This is an optimization exercise on Yosys and OpenROAD, whose aim is small area, a short achievable clock period and few clock cycles per item, not a production implementation. The RTL was checked by simulation tests, not by an equivalence proof against the original design.

==> flow/design.v (excerpt) <==
module hsv2rgb_top (
	input  logic        clk,
	input  logic        arst_n,
	input  logic        start,
	output logic        busy,
	input  logic [12:0] hue,
	input  logic [6:0]  saturation,
	input  logic [6:0]  brightness,
	output logic        done,
	output logic [7:0]  red,
	output logic [7:0]  green,
	output logic [7:0]  blue,
	output logic        in_range
);
	hsv2rgb_pkg::hsv_t px;
	hsv2rgb_pkg::rgb_t pix;
	assign px.hue        = hue;
	assign px.saturation = saturation;
	assign px.brightness = brightness;
	hsv_to_rgb_converter_core #(
		.HUE_FRAC_BITS(4)
	) u_core (
		.clk   (clk),
		.arst_n(arst_n),
		.start (start),
		.busy  (busy),
		.hsv   (px),
		.done  (done),
		.rgb   (pix)
	);
	assign red      = pix.red;
	assign green    = pix.green;
	assign blue     = pix.blue;
	assign in_range = pix.in_range;
endmodule
For scale: about 1,900 cells after synthesis, ~19,000 µm² of cells after synthesis.
clock: 7.5 ns
lec_check: 0
cap_margin: 20
core_margin: 2
core_utilization: 40
cts_cluster_diameter: 100
cts_cluster_size: 25
setup_slack_margin: 4.6
slew_margin: 20
run.sh (not shown) runs the stock make flow with config.mk's settings and CLKGATE_MAP_FILE= SYNTH_SCRIPT=/design/flow/synth_recipe.tcl, a recipe that flattens the netlist after the stock synthesis.
The starting point finished with timing, DRC and antenna clean.
Testbench counts at the start, summed over its fixed seeds: cycles 16,048, items 16,000.
Next try:
- CTS_CLUSTER_DIAMETER: 100 -> 120
- CTS_CLUSTER_SIZE: 25 -> 30
- SETUP_SLACK_MARGIN: 4.6 -> 4.5
After rerunning: Die area is unchanged. Cell area went down by about 2%. Setup slack gains 36 ps. Via count decreases by 0.97%. Clock-buffer cell count does not change. First-iteration DRC count decreases by about 16%.
Next try:
- CTS_CLUSTER_DIAMETER: 120 -> 100
- CTS_CLUSTER_SIZE: 30 -> 25
- TNS_END_PERCENT: default -> 5
Result: Die area is unchanged; setup slack got worse by 120 ps; cell count barely changes; first-iteration DRC count is higher by 6.7%; clock-buffer cell count is higher by 4; hold slack got worse by 6.8 ps; synthesized cell count does not change; global-route usage is higher by 0.21 points.

========
== v36 ==
hsv2rgb_top again, from the RTL that the note above started with.
Design hsv2rgb_top, start of the top module:
module hsv2rgb_top (
	input  logic        clk,
	input  logic        arst_n,
	input  logic        start,
	output logic        busy,
	input  logic [12:0] hue,
	input  logic [6:0]  saturation,
	input  logic [6:0]  brightness,
	output logic        done,
	output logic [7:0]  red,
	output logic [7:0]  green,
	output logic [7:0]  blue,
	output logic        in_range
);
==> flow/config.mk <==
export PLATFORM = sky130hd
export DESIGN_NAME = hsv2rgb_top
export DESIGN_NICKNAME = hsv2rgb_top
export VERILOG_FILES = /design/flow/design.v
export SDC_FILE = /design/flow/constraint.sdc
export NUM_CORES = 4
export LEC_CHECK = 0
export CAP_MARGIN = 20
export CORE_MARGIN = 2
export CORE_UTILIZATION = 40
export SETUP_SLACK_MARGIN = 4.0
export SLEW_MARGIN = 20
==> flow/constraint.sdc <==
create_clock -name core_clock -period 7.5 [get_ports {clk}]
set_input_delay 1.5000 -clock core_clock [delete_from_list [all_inputs] [get_ports {clk}]]
set_output_delay 1.5000 -clock core_clock [all_outputs]
set_load 0.01 [all_outputs]
Testbench counts of v36, summed over its fixed seeds: cycles 16,048, items 16,000.
The following lists how v25 was set up differently from v36:
- SETUP_SLACK_MARGIN now 4.5, was 4.0
- CTS_CLUSTER_SIZE now 25, previously not set
- CTS_CLUSTER_DIAMETER now 100, previously not set
==> comparison <==
Looking at worst setup slack, v25 sits 390 ps above v36. As of v25, footprint of the multi-input gates had risen by a few percent compared to v36. Minimum period implied by the final worst setup slack: v25 better than v36. Maximum number of buffers from clock root to sink came out exactly the same in v25 and v36. Per the comparison of v25 with v36, design area now sits lower; share of post-route cells with drive strength above 1 now sits higher.
> inputs changed (v25 -> v33)
- PLACE_DENSITY: unset -> 0.85
[summary]
~same clock transition at the registers of the reported paths in v33 and v25
What v33 reported for number of buffers outside the clock class in the layout has to be multiplied by 0.920 to get the figure for v25.
Diff v25 -> v33: overall routed net length went up 1900 um.
Input-level comparison between v52 and v33:
- CTS_CLUSTER_DIAMETER removed (was 100)
- CTS_CLUSTER_SIZE removed (was 25)
- PLACE_DENSITY removed (was 0.85)
==> summary.txt <==
- v52: flow completed, timing, DRC and antenna clean
- Required arrival time at the worst endpoint (lower): v52
- Comparing the two runs side by side, v52 comes out ahead of v33 on via count.
- Wire: v52 routes less than v33
- v52 vs. v33: fmax went up by about 1%.
- v33 → v52: area enclosed by the die boundary now sits at about the same level; source-to-sink clock delay at the later pin of the worst-skew pair now sits higher; area added between synthesis and finish now sits higher; wire length of the first global-routing pass now sits lower.

========
hsv2rgb_top again, from the RTL that the note above started with.
export LEC_CHECK = 0
export CAP_MARGIN = 20
export CORE_MARGIN = 2
export CORE_UTILIZATION = 40
export SETUP_SLACK_MARGIN = 4.7
export SLEW_MARGIN = 20
create_clock -name core_clock -period 7.5 [get_ports {clk}]
The baseline completed without violations.
Testbench counts at the start, summed over its fixed seeds: cycles 16,048, items 16,000.
==> next run, changes <==
SETUP_SLACK_MARGIN = 4.3   (was 4.7)
Result:
- The changed run finished with timing, DRC and antenna clean
- routed wire length shrinks by 4.5%
- cell count shrinks by 2.2%
- worst setup slack loses 0.13 ns
- hold slack gains 0.0041 ns
- cell area shrinks by 4.3%
- die area does not change
- non-clock buffer count shrinks by 57
- critical path depth does not change
- clock skew shrinks by 0.011 ns

[re-timing with driven ports]
The flow's constraints put no driver on any port. The routed layouts listed below were extracted and timed again, unchanged, in two steps.
Step 1: set_driving_cell puts a clkbuf_16 on clk and a buf_2 on each other input, an assumption about the parent block.
Step 2 moves the port delays by t, midway between the first and last clock arrival at a register: inputs arrive t later, outputs are due t later. That takes back most of the time a late clock gives input paths.
Slacks: no drivers / after step 1 / after step 2; pairs: no drivers / after step 1.
run	shift t [ns]	slack for setup (ns)	hold WS [ns]
the first run of note 1	0.576	4.483 / 4.429 / 4.130	0.328 / 0.328 / 0.328
the second run of note 1	0.562	4.518 / 4.464 / 4.077	0.332 / 0.332 / 0.332
the third run of note 1	0.568	4.400 / 4.363 / 3.867	0.325 / 0.325 / 0.325
v36	0.599	4.108 / 4.052 / 3.806	0.325 / 0.325 / 0.325
v25	0.581	4.499 / 4.438 / 4.067	0.320 / 0.320 / 0.320
v33	0.569	4.468 / 4.436 / 4.043	0.319 / 0.319 / 0.319
v52	0.601	4.499 / 4.441 / 4.063	0.324 / 0.324 / 0.324
the first run of note 3	0.597	4.504 / 4.445 / 4.150	0.319 / 0.319 / 0.319
the second run of note 3	0.596	4.374 / 4.319 / 3.812	0.323 / 0.323 / 0.323
After both steps setup and hold are still met in every run listed. For the second run of note 3, which loses most, drivers alone change the setup slack by -0.055 ns; drivers and shift together by -0.562 ns.
